This is an optimization exercise on Yosys and OpenROAD, whose aim is small area, a short achievable clock period and few clock cycles per item, not a production implementation.
RTL that was checked went through simulation tests only; none was proved equivalent to the original.
Power figures rest on the tool's default switching activity, not on a simulated workload.

Setup of old:
==> module fuzzy_signature_scanner, before the edit <==
module fuzzy_signature_scanner #(
   parameter int PATTERN_LEN = 32,
   parameter int OFFSET_BITS = 32
) (
   input  logic                      clock,
   input  logic                      reset,
   input  logic                      req_valid,
   output logic                      req_ready,
   input  logic [7:0]                req_data_byte,
   input  logic                      req_end_of_region,
   output logic                      rsp_valid,
   input  logic                      rsp_ready,
   output logic                      rsp_found,
   output logic [31:0]               rsp_hit_offset,
   input  logic                      csr_wr_en,
   input  logic [2:0]                csr_index,
   input  logic [63:0]               csr_wdata
);
   localparam int N = PATTERN_LEN;
   logic [REG_PATTERN_BYTES-1:0][BYTE_BITS-1:0] pat_ff;    
   logic [BYTE_BITS-1:0]                        final_ff;  
   logic [MATCH_BITS-1:0]                       min_ff;
   logic [CSR_DATA_BITS-1:0] wdata;
   logic [5:0]               wr;
   assign wdata = reset ? {{(CSR_DATA_BITS-MATCH_BITS){1'b0}}, MIN_MATCHES_RESET} : csr_wdata;
   for (genvar r = 0; r < 6; r++) begin : g_wr
      assign wr[r] = reset || (csr_wr_en && csr_index == 3'(r));
   end
   always_ff @(posedge clock) begin
      if (wr[CSR_PATTERN_LO])    pat_ff[7:0]   <= reset ? '0 : wdata;
      if (wr[CSR_PATTERN_MID])   pat_ff[15:8]  <= reset ? '0 : wdata;
      if (wr[CSR_PATTERN_UPPER]) pat_ff[23:16] <= reset ? '0 : wdata;
      if (wr[CSR_PATTERN_TOP])   pat_ff[30:24] <= reset ? '0 : wdata[55:0];
      if (wr[CSR_FINAL_BYTE])    final_ff      <= reset ? '0 : wdata[BYTE_BITS-1:0];
      if (wr[CSR_MIN_MATCHES])   min_ff        <= wdata[MATCH_BITS-1:0];
   end
   logic                 in_valid_ff;
   logic [BYTE_BITS-1:0] in_byte_ff;
   logic                 in_eor_ff;
   logic                 ready_ff;
   logic                   first_ff;      
   logic [4:0]             seen_ff;       
   logic                   past_ff;       
   logic                   hit_done_ff;   
   logic [OFFSET_BITS-1:0] off_ff;        
   logic                   rsp_valid_ff, rsp_found_ff;
   logic [N-1:1][5:0] part;
   logic [N-1:0][BYTE_BITS-1:0] pattern;
   logic [N-1:0]                equal;
   assign pattern = {final_ff, pat_ff};
   fss_match #(
      .PATTERN_LEN(N)
   ) u_match (
      .data_byte(in_byte_ff),
      .pattern  (pattern),
      .equal    (equal)
   );
   logic hd, live, risky, stall, go;
   logic hit_if_eq, hit_if_ne, hit_now, miss_now, report;
   assign hd    = hit_done_ff && !first_ff;
   assign live  = !first_ff && (&seen_ff) && !hd;
   assign risky = live || (in_eor_ff && !hd);
   assign stall = rsp_valid_ff && risky;
   assign go    = in_valid_ff && !stall;
   logic hit_if_eq_ff, hit_if_ne_ff;
   logic ge0, ge1, ge2;
   assign ge0 = {1'b0, part[2]} >= {1'b0, min_ff};
   assign ge1 = {1'b0, part[2]} + 7'd1 >= {1'b0, min_ff};
   assign ge2 = {1'b0, part[2]} + 7'd2 >= {1'b0, min_ff};
   assign hit_if_eq = equal[N-2] ? ge2 : ge1;
   assign hit_if_ne = equal[N-2] ? ge1 : ge0;
   assign hit_now   = live && (equal[N-1] ? hit_if_eq_ff : hit_if_ne_ff);
   assign miss_now  = in_eor_ff && !hd && !hit_now;
   assign report    = go && (hit_now || miss_now);
   logic                   in_valid_d, in_eor_d, first_d, hit_done_d, rsp_valid_d;
   logic [4:0]             seen_d;
   logic                   hd_d, live_d, risky_d, stall_d;
   logic [OFFSET_BITS-1:0] off_inc, off_d, off_carry;
   logic                   off_upd, off_sel;
   always_comb begin
      in_valid_d  = (req_valid && ready_ff) || (in_valid_ff && !go);
      in_eor_d    = ready_ff ? req_end_of_region : in_eor_ff;
      first_d     = go ? in_eor_ff : first_ff;
      seen_d      = go ? (first_ff ? 5'd1 : ((&seen_ff) ? seen_ff : seen_ff + 5'd1)) : seen_ff;
      hit_done_d  = go ? (hd || hit_now) : hit_done_ff;
      rsp_valid_d = report || (rsp_valid_ff && !rsp_ready);
      hd_d    = hit_done_d && !first_d;
      live_d  = !first_d && (&seen_d) && !hd_d;
      risky_d = live_d || (in_eor_d && !hd_d);
      stall_d = rsp_valid_d && risky_d;
      off_carry[0] = !(off_ff == {{(OFFSET_BITS-6){1'b1}}, 6'b011111});
      for (int i = 1; i < OFFSET_BITS; i++)
         off_carry[i] = off_carry[i-1] && off_ff[i-1];
      off_inc = off_ff ^ off_carry;
      off_upd = go && (live || (in_eor_ff && !hd));
      off_sel = off_upd && past_ff && live && !miss_now;
      off_d   = ({OFFSET_BITS{!off_upd}} & off_ff) | ({OFFSET_BITS{off_sel}} & off_inc);
   end
   always_ff @(posedge clock) begin
      if (reset) begin
         in_valid_ff  <= 1'b0;
         ready_ff     <= 1'b1;
         first_ff     <= 1'b1;
         rsp_valid_ff <= 1'b0;
      end else begin
         in_valid_ff  <= in_valid_d;
         ready_ff     <= !(in_valid_d && stall_d);
         first_ff     <= first_d;
         rsp_valid_ff <= rsp_valid_d;
      end
   end
   always_ff @(posedge clock) begin
      if (ready_ff) begin
         in_byte_ff <= req_data_byte;
         in_eor_ff  <= req_end_of_region;
      end
      seen_ff     <= seen_d;
      hit_done_ff <= hit_done_d;
      if (go) begin
         past_ff <= !first_ff && (&seen_ff);
         hit_if_eq_ff <= hit_if_eq;
         hit_if_ne_ff <= hit_if_ne;
      end
      off_ff       <= off_d;
      rsp_found_ff <= (report && hit_now) || (!report && rsp_found_ff);
   end
   for (genvar k = 1; k < N; k++) begin : g_part
      localparam int W = $clog2(N - k + 1);
      logic [W-1:0] part_ff;
      if (k == N - 1) begin : g_last
         always_ff @(posedge clock)
            if (go) part_ff <= equal[0];
      end else begin : g_mid
         logic [W-1:0] part_src, part_inc, part_ones;
         assign part_src = W'(part[k+1]);
         always_comb begin
            part_ones[0] = 1'b1;
            for (int i = 1; i < W; i++)
               part_ones[i] = part_ones[i-1] && part_src[i-1];
            part_inc = part_src ^ (part_ones & {W{equal[N-1-k]}});
         end
         always_ff @(posedge clock)
            if (go) part_ff <= part_inc;
      end
      assign part[k] = 6'(part_ff);
   end
   assign req_ready      = ready_ff;
   assign rsp_valid      = rsp_valid_ff;
   assign rsp_found      = rsp_found_ff;
   assign rsp_hit_offset = off_ff;
endmodule
Settings: LEC_CHECK=0, ABC_CLOCK_PERIOD_IN_PS=2500, CAP_MARGIN=20, CORE_MARGIN=2, CORE_UTILIZATION=60, CTS_CLUSTER_DIAMETER=80, CTS_CLUSTER_SIZE=30, SETUP_SLACK_MARGIN=4.9, SLEW_MARGIN=20; clock period 7.5 ns.
standard.sh (not shown) runs the stock make flow with config.mk's settings and CLKGATE_MAP_FILE= SYNTH_SCRIPT=/design/flow/synth_recipe.tcl, a recipe that flattens the netlist after the stock synthesis.
==> flow/flow/run.sh <==
#!/bin/bash
set -euo pipefail
bash standard.sh \
  "CTS_ARGS=-sink_clustering_enable -repair_clock_nets -sink_clustering_size 30 -sink_clustering_max_diameter 80 -dont_use_dummy_load" \
  finish > flow.log 2>&1
The inputs of new differ from those of old as listed below.
--- a/flow/design.v
+++ b/flow/design.v
@@ -112,11 +112,11 @@
    assign miss_now  = in_eor_ff && !hd && !hit_now;
    assign report    = go && (hit_now || miss_now);
    logic                   in_valid_d, in_eor_d, first_d, hit_done_d, rsp_valid_d;
    logic [4:0]             seen_d;
    logic                   hd_d, live_d, risky_d, stall_d;
-   logic [OFFSET_BITS-1:0] off_inc, off_d, off_carry;
+   logic [OFFSET_BITS-1:0] off_inc, off_d;
    logic                   off_upd, off_sel;
    always_comb begin
       in_valid_d  = (req_valid && ready_ff) || (in_valid_ff && !go);
       in_eor_d    = ready_ff ? req_end_of_region : in_eor_ff;
       first_d     = go ? in_eor_ff : first_ff;
@@ -125,14 +125,11 @@
       rsp_valid_d = report || (rsp_valid_ff && !rsp_ready);
       hd_d    = hit_done_d && !first_d;
       live_d  = !first_d && (&seen_d) && !hd_d;
       risky_d = live_d || (in_eor_d && !hd_d);
       stall_d = rsp_valid_d && risky_d;
-      off_carry[0] = !(off_ff == {{(OFFSET_BITS-6){1'b1}}, 6'b011111});
-      for (int i = 1; i < OFFSET_BITS; i++)
-         off_carry[i] = off_carry[i-1] && off_ff[i-1];
-      off_inc = off_ff ^ off_carry;
+      off_inc = (off_ff == {{(OFFSET_BITS-6){1'b1}}, 6'b011111}) ? off_ff : off_ff + 1'b1;
       off_upd = go && (live || (in_eor_ff && !hd));
       off_sel = off_upd && past_ff && live && !miss_now;
       off_d   = ({OFFSET_BITS{!off_upd}} & off_ff) | ({OFFSET_BITS{off_sel}} & off_inc);
    end
    always_ff @(posedge clock) begin
@@ -168,20 +165,12 @@
       logic [W-1:0] part_ff;
       if (k == N - 1) begin : g_last
          always_ff @(posedge clock)
             if (go) part_ff <= equal[0];
       end else begin : g_mid
-         logic [W-1:0] part_src, part_inc, part_ones;
-         assign part_src = W'(part[k+1]);
-         always_comb begin
-            part_ones[0] = 1'b1;
-            for (int i = 1; i < W; i++)
-               part_ones[i] = part_ones[i-1] && part_src[i-1];
-            part_inc = part_src ^ (part_ones & {W{equal[N-1-k]}});
-         end
          always_ff @(posedge clock)
-            if (go) part_ff <= part_inc;
+            if (go) part_ff <= W'(part[k+1]) + W'(equal[N-1-k]);
       end
       assign part[k] = 6'(part_ff);
    end
    assign req_ready      = ready_ff;
    assign rsp_valid      = rsp_valid_ff;
Findings:
The lower buffering overhead of new and old is in new. Looking at wire length after detailed routing, new sits about 3% higher than old does. old ended up with off_ff[29] as its startpoint of the worst setup timing path; new ended up with off_ff[17]. Compared with old, new degrades die area. Comparing share of total power in the clock network for new and old, the smaller number came from new. new vs. old: number of placed instances, taps included went up by 3.6%. In the metrics for new and old, the one carrying the lower multi-input gate area in the final layout is new. Relative to old, the register-to-register slack of new is higher by 3640 ps. Shortest period the worst path allows on new is down relative to old.
Testbench counts of new, summed over its fixed seeds: cycles 35,186, bytes 35,180.
For old, only the layout was checked, not whether the RTL still works.

the previous run:
fuzzy_signature_scanner, a different RTL version from the one above (not shown whole).
For scale: about 1400 cells after synthesis, about 120 I/O pins, about 0.020 sq mm of cells after synthesis.
==> module fuzzy_signature_scanner, before the edit <==
module fuzzy_signature_scanner #(
   parameter int PATTERN_LEN = 32,
   parameter int OFFSET_BITS = 32
) (
   input  logic                      clock,
   input  logic                      reset,
   input  logic                      req_valid,
   output logic                      req_ready,
   input  logic [7:0]                req_data_byte,
   input  logic                      req_end_of_region,
   output logic                      rsp_valid,
   input  logic                      rsp_ready,
   output logic                      rsp_found,
   output logic [31:0]               rsp_hit_offset,
   input  logic                      csr_wr_en,
   input  logic [2:0]                csr_index,
   input  logic [63:0]               csr_wdata
);
   localparam int N = PATTERN_LEN;
   logic [REG_PATTERN_BYTES-1:0][BYTE_BITS-1:0] pat_ff;    
   logic [BYTE_BITS-1:0]                        final_ff;  
   logic [MATCH_BITS-1:0]                       min_ff;
   logic [CSR_DATA_BITS-1:0] wdata;
   logic [5:0]               wr;
   assign wdata = reset ? {{(CSR_DATA_BITS-MATCH_BITS){1'b0}}, MIN_MATCHES_RESET} : csr_wdata;
   for (genvar r = 0; r < 6; r++) begin : g_wr
      assign wr[r] = reset || (csr_wr_en && csr_index == 3'(r));
   end
   always_ff @(posedge clock) begin
      if (wr[CSR_PATTERN_LO])    pat_ff[7:0]   <= reset ? '0 : wdata;
      if (wr[CSR_PATTERN_MID])   pat_ff[15:8]  <= reset ? '0 : wdata;
      if (wr[CSR_PATTERN_UPPER]) pat_ff[23:16] <= reset ? '0 : wdata;
      if (wr[CSR_PATTERN_TOP])   pat_ff[30:24] <= reset ? '0 : wdata[55:0];
      if (wr[CSR_FINAL_BYTE])    final_ff      <= reset ? '0 : wdata[BYTE_BITS-1:0];
      if (wr[CSR_MIN_MATCHES])   min_ff        <= wdata[MATCH_BITS-1:0];
   end
   logic                 in_valid_ff;
   logic [BYTE_BITS-1:0] in_byte_ff;
   logic                 in_eor_ff;
   logic                 ready_ff;
   logic                   first_ff;      
   logic [4:0]             seen_ff;       
   logic                   past_ff;       
   logic                   hit_done_ff;   
   logic [OFFSET_BITS-1:0] off_ff;        
   logic                   rsp_valid_ff, rsp_found_ff;
   logic [N-1:1][5:0] part;
   logic [N-1:0][BYTE_BITS-1:0] pattern;
   logic [N-1:0]                equal;
   assign pattern = {final_ff, pat_ff};
   fss_match #(
      .PATTERN_LEN(N)
   ) u_match (
      .data_byte(in_byte_ff),
      .pattern  (pattern),
      .equal    (equal)
   );
   logic hd, live, risky, stall, go;
   logic hit_if_eq, hit_if_ne, hit_now, miss_now, report;
   assign hd    = hit_done_ff && !first_ff;
   assign live  = !first_ff && (&seen_ff) && !hd;
   assign risky = live || (in_eor_ff && !hd);
   assign stall = rsp_valid_ff && risky;
   assign go    = in_valid_ff && !stall;
   logic hit_if_eq_ff, hit_if_ne_ff;
   logic ge0, ge1, ge2;
   assign ge0 = {1'b0, part[2]} >= {1'b0, min_ff};
   assign ge1 = {1'b0, part[2]} + 7'd1 >= {1'b0, min_ff};
   assign ge2 = {1'b0, part[2]} + 7'd2 >= {1'b0, min_ff};
   assign hit_if_eq = equal[N-2] ? ge2 : ge1;
   assign hit_if_ne = equal[N-2] ? ge1 : ge0;
   assign hit_now   = live && (equal[N-1] ? hit_if_eq_ff : hit_if_ne_ff);
   assign miss_now  = in_eor_ff && !hd && !hit_now;
   assign report    = go && (hit_now || miss_now);
   logic                   in_valid_d, in_eor_d, first_d, hit_done_d, rsp_valid_d;
   logic [4:0]             seen_d;
   logic                   hd_d, live_d, risky_d, stall_d;
   logic [OFFSET_BITS-1:0] off_inc;
   always_comb begin
      in_valid_d  = (req_valid && ready_ff) || (in_valid_ff && !go);
      in_eor_d    = ready_ff ? req_end_of_region : in_eor_ff;
      first_d     = go ? in_eor_ff : first_ff;
      seen_d      = go ? (first_ff ? 5'd1 : ((&seen_ff) ? seen_ff : seen_ff + 5'd1)) : seen_ff;
      hit_done_d  = go ? (hd || hit_now) : hit_done_ff;
      rsp_valid_d = report || (rsp_valid_ff && !rsp_ready);
      hd_d    = hit_done_d && !first_d;
      live_d  = !first_d && (&seen_d) && !hd_d;
      risky_d = live_d || (in_eor_d && !hd_d);
      stall_d = rsp_valid_d && risky_d;
      off_inc = (off_ff == {{(OFFSET_BITS-6){1'b1}}, 6'b011111}) ? off_ff : off_ff + 1'b1;
   end
   always_ff @(posedge clock) begin
      if (reset) begin
         in_valid_ff  <= 1'b0;
         ready_ff     <= 1'b1;
         first_ff     <= 1'b1;
         rsp_valid_ff <= 1'b0;
      end else begin
         in_valid_ff  <= in_valid_d;
         ready_ff     <= !(in_valid_d && stall_d);
         first_ff     <= first_d;
         rsp_valid_ff <= rsp_valid_d;
      end
   end
   always_ff @(posedge clock) begin
      if (ready_ff) begin
         in_byte_ff <= req_data_byte;
         in_eor_ff  <= req_end_of_region;
      end
      seen_ff     <= seen_d;
      hit_done_ff <= hit_done_d;
      if (go) begin
         past_ff <= !first_ff && (&seen_ff);
         hit_if_eq_ff <= hit_if_eq;
         hit_if_ne_ff <= hit_if_ne;
         if (live || (in_eor_ff && !hd))
            off_ff <= (past_ff && live && !miss_now) ? off_inc : '0;
      end
      if (report)
         rsp_found_ff <= hit_now;
   end
   for (genvar k = 1; k < N; k++) begin : g_part
      localparam int W = $clog2(N - k + 1);
      logic [W-1:0] part_ff;
      if (k == N - 1) begin : g_last
         always_ff @(posedge clock)
            if (go) part_ff <= equal[0];
      end else begin : g_mid
         always_ff @(posedge clock)
            if (go) part_ff <= W'(part[k+1]) + W'(equal[N-1-k]);
      end
      assign part[k] = 6'(part_ff);
   end
   assign req_ready      = ready_ff;
   assign rsp_valid      = rsp_valid_ff;
   assign rsp_found      = rsp_found_ff;
   assign rsp_hit_offset = off_ff;
endmodule
clock: 7.5 ns
lec_check: 0
abc_clock_period_in_ps: 2500
cap_margin: 20
core_margin: 2
core_utilization: 55
setup_slack_margin: 5
slew_margin: 20
run.sh (not shown) runs the stock make flow with config.mk's settings and CLKGATE_MAP_FILE= SYNTH_SCRIPT=/design/flow/synth_recipe.tcl, a recipe that flattens the netlist after the stock synthesis.
Stock flow here: none of the scripts above is used.
#### Input delta (the current run over the previous run)
-- flow/design.v --
<<< the previous run, line 115
   logic [4:0]             seen_d;
   logic                   hd_d, live_d, risky_d, stall_d;
   logic [OFFSET_BITS-1:0] off_inc;
   always_comb begin
      in_valid_d  = (req_valid && ready_ff) || (in_valid_ff && !go);
>>> the current run, line 115
   logic [4:0]             seen_d;
   logic                   hd_d, live_d, risky_d, stall_d;
   logic [OFFSET_BITS-1:0] off_inc, off_d;
   logic                   off_upd, off_sel;
   always_comb begin
      in_valid_d  = (req_valid && ready_ff) || (in_valid_ff && !go);
<<< the previous run, line 128
      stall_d = rsp_valid_d && risky_d;
      off_inc = (off_ff == {{(OFFSET_BITS-6){1'b1}}, 6'b011111}) ? off_ff : off_ff + 1'b1;
   end
   always_ff @(posedge clock) begin
>>> the current run, line 129
      stall_d = rsp_valid_d && risky_d;
      off_inc = (off_ff == {{(OFFSET_BITS-6){1'b1}}, 6'b011111}) ? off_ff : off_ff + 1'b1;
      off_upd = go && (live || (in_eor_ff && !hd));
      off_sel = off_upd && past_ff && live && !miss_now;
      off_d   = ({OFFSET_BITS{!off_upd}} & off_ff) | ({OFFSET_BITS{off_sel}} & off_inc);
   end
   always_ff @(posedge clock) begin
<<< the previous run, line 153
         hit_if_eq_ff <= hit_if_eq;
         hit_if_ne_ff <= hit_if_ne;
         if (live || (in_eor_ff && !hd))
            off_ff <= (past_ff && live && !miss_now) ? off_inc : '0;
      end
      if (report)
         rsp_found_ff <= hit_now;
   end
   for (genvar k = 1; k < N; k++) begin : g_part
>>> the current run, line 157
         hit_if_eq_ff <= hit_if_eq;
         hit_if_ne_ff <= hit_if_ne;
      end
      off_ff       <= off_d;
      rsp_found_ff <= (report && hit_now) || (!report && rsp_found_ff);
   end
   for (genvar k = 1; k < N; k++) begin : g_part
Results
- The current run: no failed stages, no open violations at the end
- Total wire length after detailed routing ends up higher on the previous run.
- Power in the current run is about 1.2% lower than in the previous run
- Later-pin clock latency in the skew report of the current run is on par with the previous run.
- Portion of total power attributed to combinational logic: the current run vs the previous run down 0.8 points
- Re starting density of the core: the current run is 0.63 points up on the previous run.
- The non-filler instance count after layout of the current run exceeds that of the previous run by 28.
Testbench counts of the current run, summed over its fixed seeds: cycles 35,186, bytes 35,180.
Only the layout flow was run in the previous run; the RTL was not checked for function there.

[re-timing with driven ports]
The flow's constraints put no driver on any port. The routed layouts listed below were extracted and timed again, unchanged, in two steps.
Step 1 (the two cells are an assumption about what drives the block):
set clk [get_ports {clock}]
set_driving_cell -lib_cell sky130_fd_sc_hd__clkbuf_16 $clk
set_driving_cell -lib_cell sky130_fd_sc_hd__buf_2 [delete_from_list [all_inputs] $clk]
Step 2 adds t to the input delays and takes it off the output delays; t is the mean of the earliest and latest rising clock arrival at the registers after step 1. Input paths then give back, and output paths get back, about the clock's delay inside the block.
Slacks: ideal ports / drivers / drivers and shift; pairs: ideal ports / drivers.
run	shift t [ns]	setup slack, ns	worst register clock-pin slew, ns	pins driven straight from the clock port
old	0.571	1.336 / 1.336 / 1.336	0.11 / 0.11	1
new	0.584	4.932 / 4.875 / 4.381	0.11 / 0.11	1
the previous run	0.632	4.838 / 4.779 / 4.370	0.06 / 0.06	1
the current run	0.630	4.896 / 4.841 / 4.296	0.06 / 0.06	1
After both steps every run listed still meets setup and hold. For the current run, which loses most, drivers alone change the setup slack by -0.055 ns; drivers and shift together by -0.600 ns.
